Context: an optimization exercise on an open-source flow, tuned for small area. The choices shown serve that exercise and are no tape-out recipe.
In this exercise RTL edits were held to simulation tests only and were not proved equivalent to the original.
No activity file was given, so power comes from the tool's default toggle rates.

==> job 5876 <==
==> flow/design.v <==
module axis_pingpong_frame_buffer #(
   parameter int DATA_WIDTH = 32,
   parameter int FRAME_LEN  = 24,
   parameter int CNT_WIDTH  = 16
) (
   input  logic                         i_clk,
   input  logic                         i_rst,
   input  logic [DATA_WIDTH-1:0]        s_axis_tdata,
   input  logic                         s_axis_tvalid,
   output logic                         s_axis_tready,
   output logic [DATA_WIDTH-1:0]        m_axis_tdata,
   output logic                         m_axis_tvalid,
   input  logic                         m_axis_tready,
   output logic                         m_axis_tlast,
   output logic [1:0]                   o_bank_full,
   output logic [CNT_WIDTH-1:0]         o_frame_cnt
);
   localparam int               PTR_W    = (FRAME_LEN > 1) ? $clog2(FRAME_LEN) : 1;
   localparam logic [PTR_W-1:0] LAST_IDX = PTR_W'(FRAME_LEN - 1);
   typedef enum logic [1:0] {
      BANK_EMPTY   = 2'd0,
      BANK_FILLING = 2'd1,
      BANK_FULL    = 2'd2
   } bank_state_t;
   logic [DATA_WIDTH-1:0] mem_r [2][FRAME_LEN];
   bank_state_t [1:0]     bank_state_r;
   bank_state_t [1:0]     bank_state_s;
   logic [PTR_W-1:0]      last_idx_r   [2];
   logic                  wr_bank_r, wr_bank_s, rd_bank_r, rd_bank_s;
   logic [PTR_W-1:0]      wr_ptr_r, wr_ptr_s, rd_ptr_r, rd_ptr_s;
   logic                  s_tready_r, s_tready_s;
   logic [DATA_WIDTH-1:0] m_tdata_r;
   logic                  m_tvalid_r, m_tvalid_s, m_tlast_r, m_tlast_s;
   logic                  out_bank_r, out_bank_s;
   logic [1:0]            bank_full_r, bank_full_s;
   logic [CNT_WIDTH-1:0]  frame_cnt_r;
   logic                  in_tlast_s, wr_fire_s, wr_close_s;
   logic                  out_free_s, rd_load_s, rd_last_s, tlast_acc_s;
   assign in_tlast_s = 1'b0;
   assign wr_fire_s   = s_axis_tvalid & s_tready_r;
   assign wr_close_s  = wr_fire_s & ((wr_ptr_r == LAST_IDX) | in_tlast_s);
   assign out_free_s  = ~m_tvalid_r | m_axis_tready;
   assign tlast_acc_s = m_tvalid_r & m_axis_tready & m_tlast_r;
   assign rd_load_s   = out_free_s & (bank_state_r[rd_bank_r] == BANK_FULL);
   assign rd_last_s   = (rd_ptr_r == last_idx_r[rd_bank_r]);
   always_comb begin
      bank_state_s = bank_state_r;
      wr_bank_s    = wr_bank_r;
      wr_ptr_s     = wr_ptr_r;
      rd_bank_s    = rd_bank_r;
      rd_ptr_s     = rd_ptr_r;
      m_tvalid_s   = m_tvalid_r;
      m_tlast_s    = m_tlast_r;
      out_bank_s   = out_bank_r;
      if (wr_close_s) begin
         bank_state_s[wr_bank_r] = BANK_FULL;
         wr_ptr_s                = '0;
         wr_bank_s               = ~wr_bank_r;
      end else if (wr_fire_s) begin
         bank_state_s[wr_bank_r] = BANK_FILLING;
         wr_ptr_s                = wr_ptr_r + PTR_W'(1);
      end else begin
         wr_ptr_s = wr_ptr_r;
      end
      if (rd_load_s) begin
         m_tvalid_s = 1'b1;
         m_tlast_s  = rd_last_s;
         out_bank_s = rd_bank_r;
         if (rd_last_s) begin
            bank_state_s[rd_bank_r] = BANK_EMPTY;
            rd_ptr_s                = '0;
            rd_bank_s               = ~rd_bank_r;
         end else begin
            rd_ptr_s = rd_ptr_r + PTR_W'(1);
         end
      end else if (m_tvalid_r & m_axis_tready) begin
         m_tvalid_s = 1'b0;
         m_tlast_s  = 1'b0;
      end else begin
         m_tvalid_s = m_tvalid_r;
      end
      s_tready_s = (bank_state_s[wr_bank_s] != BANK_FULL);
      for (int b = 0; b < 2; b++) begin
         bank_full_s[b] = (bank_state_s[b] == BANK_FULL) |
                          (m_tvalid_s & m_tlast_s & (out_bank_s == 1'(b)));
      end
   end
   always_ff @(posedge i_clk) begin
      if (i_rst) begin
         bank_state_r[0] <= BANK_EMPTY;
         bank_state_r[1] <= BANK_EMPTY;
         last_idx_r[0]   <= LAST_IDX;
         last_idx_r[1]   <= LAST_IDX;
         wr_bank_r       <= 1'b0;
         rd_bank_r       <= 1'b0;
         wr_ptr_r        <= '0;
         rd_ptr_r        <= '0;
         s_tready_r      <= 1'b1;
         m_tdata_r       <= '0;
         m_tvalid_r      <= 1'b0;
         m_tlast_r       <= 1'b0;
         out_bank_r      <= 1'b0;
         bank_full_r     <= 2'b00;
         frame_cnt_r     <= '0;
      end else begin
         bank_state_r <= bank_state_s;
         wr_bank_r    <= wr_bank_s;
         rd_bank_r    <= rd_bank_s;
         wr_ptr_r     <= wr_ptr_s;
         rd_ptr_r     <= rd_ptr_s;
         s_tready_r   <= s_tready_s;
         m_tvalid_r   <= m_tvalid_s;
         m_tlast_r    <= m_tlast_s;
         out_bank_r   <= out_bank_s;
         bank_full_r  <= bank_full_s;
         if (wr_close_s) begin
            last_idx_r[wr_bank_r] <= wr_ptr_r;
         end
         if (rd_load_s) begin
            m_tdata_r <= mem_r[rd_bank_r][rd_ptr_r];
         end
         if (tlast_acc_s) begin
            frame_cnt_r <= frame_cnt_r + CNT_WIDTH'(1);
         end
      end
   end
   always_ff @(posedge i_clk) begin
      if (wr_fire_s) begin
         mem_r[wr_bank_r][wr_ptr_r] <= s_axis_tdata;
      end
   end
   assign s_axis_tready = s_tready_r;
   assign m_axis_tdata  = m_tdata_r;
   assign m_axis_tvalid = m_tvalid_r;
   assign m_axis_tlast  = m_tlast_r;
   assign o_bank_full   = bank_full_r;
   assign o_frame_cnt   = frame_cnt_r;
endmodule
==> flow/run.sh <==
#!/bin/bash
# synth_recipe.tcl (not shown) runs the flow's synth.tcl, then flattens the netlist and writes it again
# the make line also repeats each setting of config.mk as NAME=value (left out here)
make -C /OpenROAD-flow-scripts/flow DESIGN_CONFIG=/design/flow/config.mk WORK_HOME=/design/flow/orfs CLKGATE_MAP_FILE= SYNTH_SCRIPT=/design/flow/synth_recipe.tcl finish
==> flow/config.mk <==
export PLATFORM = sky130hd
export DESIGN_NAME = axis_pingpong_frame_buffer
export DESIGN_NICKNAME = axis_pingpong_frame_buffer
export VERILOG_FILES = /design/flow/design.v
export SDC_FILE = /design/flow/constraint.sdc
export NUM_CORES = 4
export LEC_CHECK = 0
export CAP_MARGIN = 20
export CORE_MARGIN = 2
export CORE_UTILIZATION = 45
export PLACE_DENSITY = 0.6
export SLEW_MARGIN = 20
==> flow/constraint.sdc <==
create_clock -name core_clock -period 5.0 [get_ports {i_clk}]
set_input_delay 1.0000 -clock core_clock [delete_from_list [all_inputs] [get_ports {i_clk}]]
set_output_delay 1.0000 -clock core_clock [all_outputs]
set_load 0.01 [all_outputs]
==> job 8547: changes against job 5876 <==
==> flow/design.v (replaced) <==
module axis_pingpong_frame_buffer #(
   parameter int DATA_WIDTH = 32,
   parameter int FRAME_LEN  = 24,
   parameter int CNT_WIDTH  = 16
) (
   input  logic                         i_clk,
   input  logic                         i_rst,
   input  logic [DATA_WIDTH-1:0]        s_axis_tdata,
   input  logic                         s_axis_tvalid,
   output logic                         s_axis_tready,
   output logic [DATA_WIDTH-1:0]        m_axis_tdata,
   output logic                         m_axis_tvalid,
   input  logic                         m_axis_tready,
   output logic                         m_axis_tlast,
   output logic [1:0]                   o_bank_full,
   output logic [CNT_WIDTH-1:0]         o_frame_cnt
);
   localparam int               PTR_W    = (FRAME_LEN > 1) ? $clog2(FRAME_LEN) : 1;
   localparam logic [PTR_W-1:0] LAST_IDX = PTR_W'(FRAME_LEN - 1);
   logic [DATA_WIDTH-1:0] bank0_r [FRAME_LEN];
   logic [DATA_WIDTH-1:0] bank1_r [FRAME_LEN];
   logic [1:0]            full_r;
   logic                  wr_bank_r, rd_bank_r;
   logic [PTR_W-1:0]      wr_ptr_r, rd_ptr_r;
   logic                  s_tready_r;
   logic [DATA_WIDTH-1:0] m_tdata_r;
   logic                  m_tvalid_r, m_tlast_r;
   logic [1:0]            bank_full_r;
   logic [CNT_WIDTH-1:0]  frame_cnt_r;
   logic                  wr_fire_s, wr_close_s, out_free_s, rd_load_s, rd_last_s;
   logic                  tlast_acc_s, shift0_s, shift1_s;
   logic [1:0]            full_s;
   logic                  wr_bank_s, rd_bank_s, m_tvalid_s, m_tlast_s;
   assign wr_fire_s   = s_axis_tvalid & s_tready_r;
   assign wr_close_s  = wr_fire_s & (wr_ptr_r == LAST_IDX);
   assign out_free_s  = ~m_tvalid_r | m_axis_tready;
   assign rd_load_s   = out_free_s & full_r[rd_bank_r];
   assign rd_last_s   = (rd_ptr_r == LAST_IDX);
   assign tlast_acc_s = m_axis_tready & m_tlast_r;
   assign shift0_s = (wr_fire_s & ~wr_bank_r) | (rd_load_s & ~rd_bank_r);
   assign shift1_s = (wr_fire_s &  wr_bank_r) | (rd_load_s &  rd_bank_r);
   always_comb begin
      full_s    = full_r;
      wr_bank_s = wr_bank_r;
      rd_bank_s = rd_bank_r;
      if (wr_close_s) begin
         full_s[wr_bank_r] = 1'b1;
         wr_bank_s         = ~wr_bank_r;
      end
      if (rd_load_s & rd_last_s) begin
         full_s[rd_bank_r] = 1'b0;
         rd_bank_s         = ~rd_bank_r;
      end
      if (rd_load_s) begin
         m_tvalid_s = 1'b1;
         m_tlast_s  = rd_last_s;
      end else if (m_axis_tready) begin
         m_tvalid_s = 1'b0;
         m_tlast_s  = 1'b0;
      end else begin
         m_tvalid_s = m_tvalid_r;
         m_tlast_s  = m_tlast_r;
      end
   end
   always_ff @(posedge i_clk) begin
      if (i_rst) begin
         full_r      <= 2'b00;
         wr_bank_r   <= 1'b0;
         rd_bank_r   <= 1'b0;
         wr_ptr_r    <= '0;
         rd_ptr_r    <= '0;
         s_tready_r  <= 1'b1;
         m_tvalid_r  <= 1'b0;
         m_tlast_r   <= 1'b0;
         bank_full_r <= 2'b00;
         frame_cnt_r <= '0;
      end else begin
         full_r      <= full_s;
         wr_bank_r   <= wr_bank_s;
         rd_bank_r   <= rd_bank_s;
         m_tvalid_r  <= m_tvalid_s;
         m_tlast_r   <= m_tlast_s;
         s_tready_r  <= ~full_s[wr_bank_s];
         bank_full_r <= full_s | ({2{m_tlast_s}} & {~rd_bank_s, rd_bank_s});
         if (wr_close_s) begin
            wr_ptr_r <= '0;
         end else if (wr_fire_s) begin
            wr_ptr_r <= wr_ptr_r + PTR_W'(1);
         end
         if (rd_load_s) begin
            rd_ptr_r <= rd_last_s ? '0 : rd_ptr_r + PTR_W'(1);
         end
         if (tlast_acc_s) begin
            frame_cnt_r <= frame_cnt_r + CNT_WIDTH'(1);
         end
      end
   end
   always_ff @(posedge i_clk) begin
      if (rd_load_s) begin
         m_tdata_r <= rd_bank_r ? bank1_r[FRAME_LEN-1] : bank0_r[FRAME_LEN-1];
      end
   end
   always_ff @(posedge i_clk) begin
      if (shift0_s) begin
         bank0_r[0] <= s_axis_tdata;
         for (int i = 1; i < FRAME_LEN; i++) bank0_r[i] <= bank0_r[i-1];
      end
      if (shift1_s) begin
         bank1_r[0] <= s_axis_tdata;
         for (int i = 1; i < FRAME_LEN; i++) bank1_r[i] <= bank1_r[i-1];
      end
   end
   assign s_axis_tready = s_tready_r;
   assign m_axis_tdata  = m_tdata_r;
   assign m_axis_tvalid = m_tvalid_r;
   assign m_axis_tlast  = m_tlast_r;
   assign o_bank_full   = bank_full_r;
   assign o_frame_cnt   = frame_cnt_r;
endmodule
==> qor summary <==
item                                                            job 5876       job 8547
Largest fanout on the critical path                                   17             70
Result of the run                               timing/DRC/antenna clean  timing/DRC/antenna clean
Worst setup margin                                               1333 ps        1931 ps
Initial Utilization                                               45.40%         45.21%
Power per standard cell area                               385.2 nW/um^2  460.3 nW/um^2
Area of the die                                              139800 um^2    111700 um^2
Via count of the first global-routing pass                        30.34k         16.59k
Final weighted congestion in routability-driven placement         0.8422         0.6949
Taps Inserted                                                       1781           1414
Critical Path Start Type                                        register     input port
Grt met3 use                                                      4.032%         3.328%
Multi-input gates                                                    983            169
Number of enable flip-flop cells after synthesis                    1546           1568
Xor/xnor share of the synthesized area                           0.3129%        0.2498%
Share of cell area taken by flip-flops and latches                67.62%         83.87%
Die outline width                                               373.9 um       334.2 um

-- separate check: timing with driven ports --
No port has a modelled driver above. Below, the same layouts with a new extraction and two added sets of constraints.
Step 1: set_driving_cell puts a clkbuf_16 on i_clk and a buf_2 on each other input, an assumption about the parent block.
Step 2, shift: input delay + t, output delay - t, t = (earliest + latest rising clock arrival at the registers) / 2. This alone moves slack from input paths to output paths.
Slacks: no drivers / after step 1 / after step 2; pairs: no drivers / after step 1.
run | shift t [ns] | setup WS [ns] | latest minus earliest clock arrival (ns)
job 5876 | 0.857 | 1.333 / 1.333 / 1.120 | 0.033 / 0.034
job 8547 | 0.794 | 1.931 / 1.936 / 1.142 | 0.032 / 0.032
After both steps setup and hold are still met in every run listed. For job 8547, which loses most, drivers alone change the setup slack by +0.005 ns; drivers and shift together by -0.789 ns.
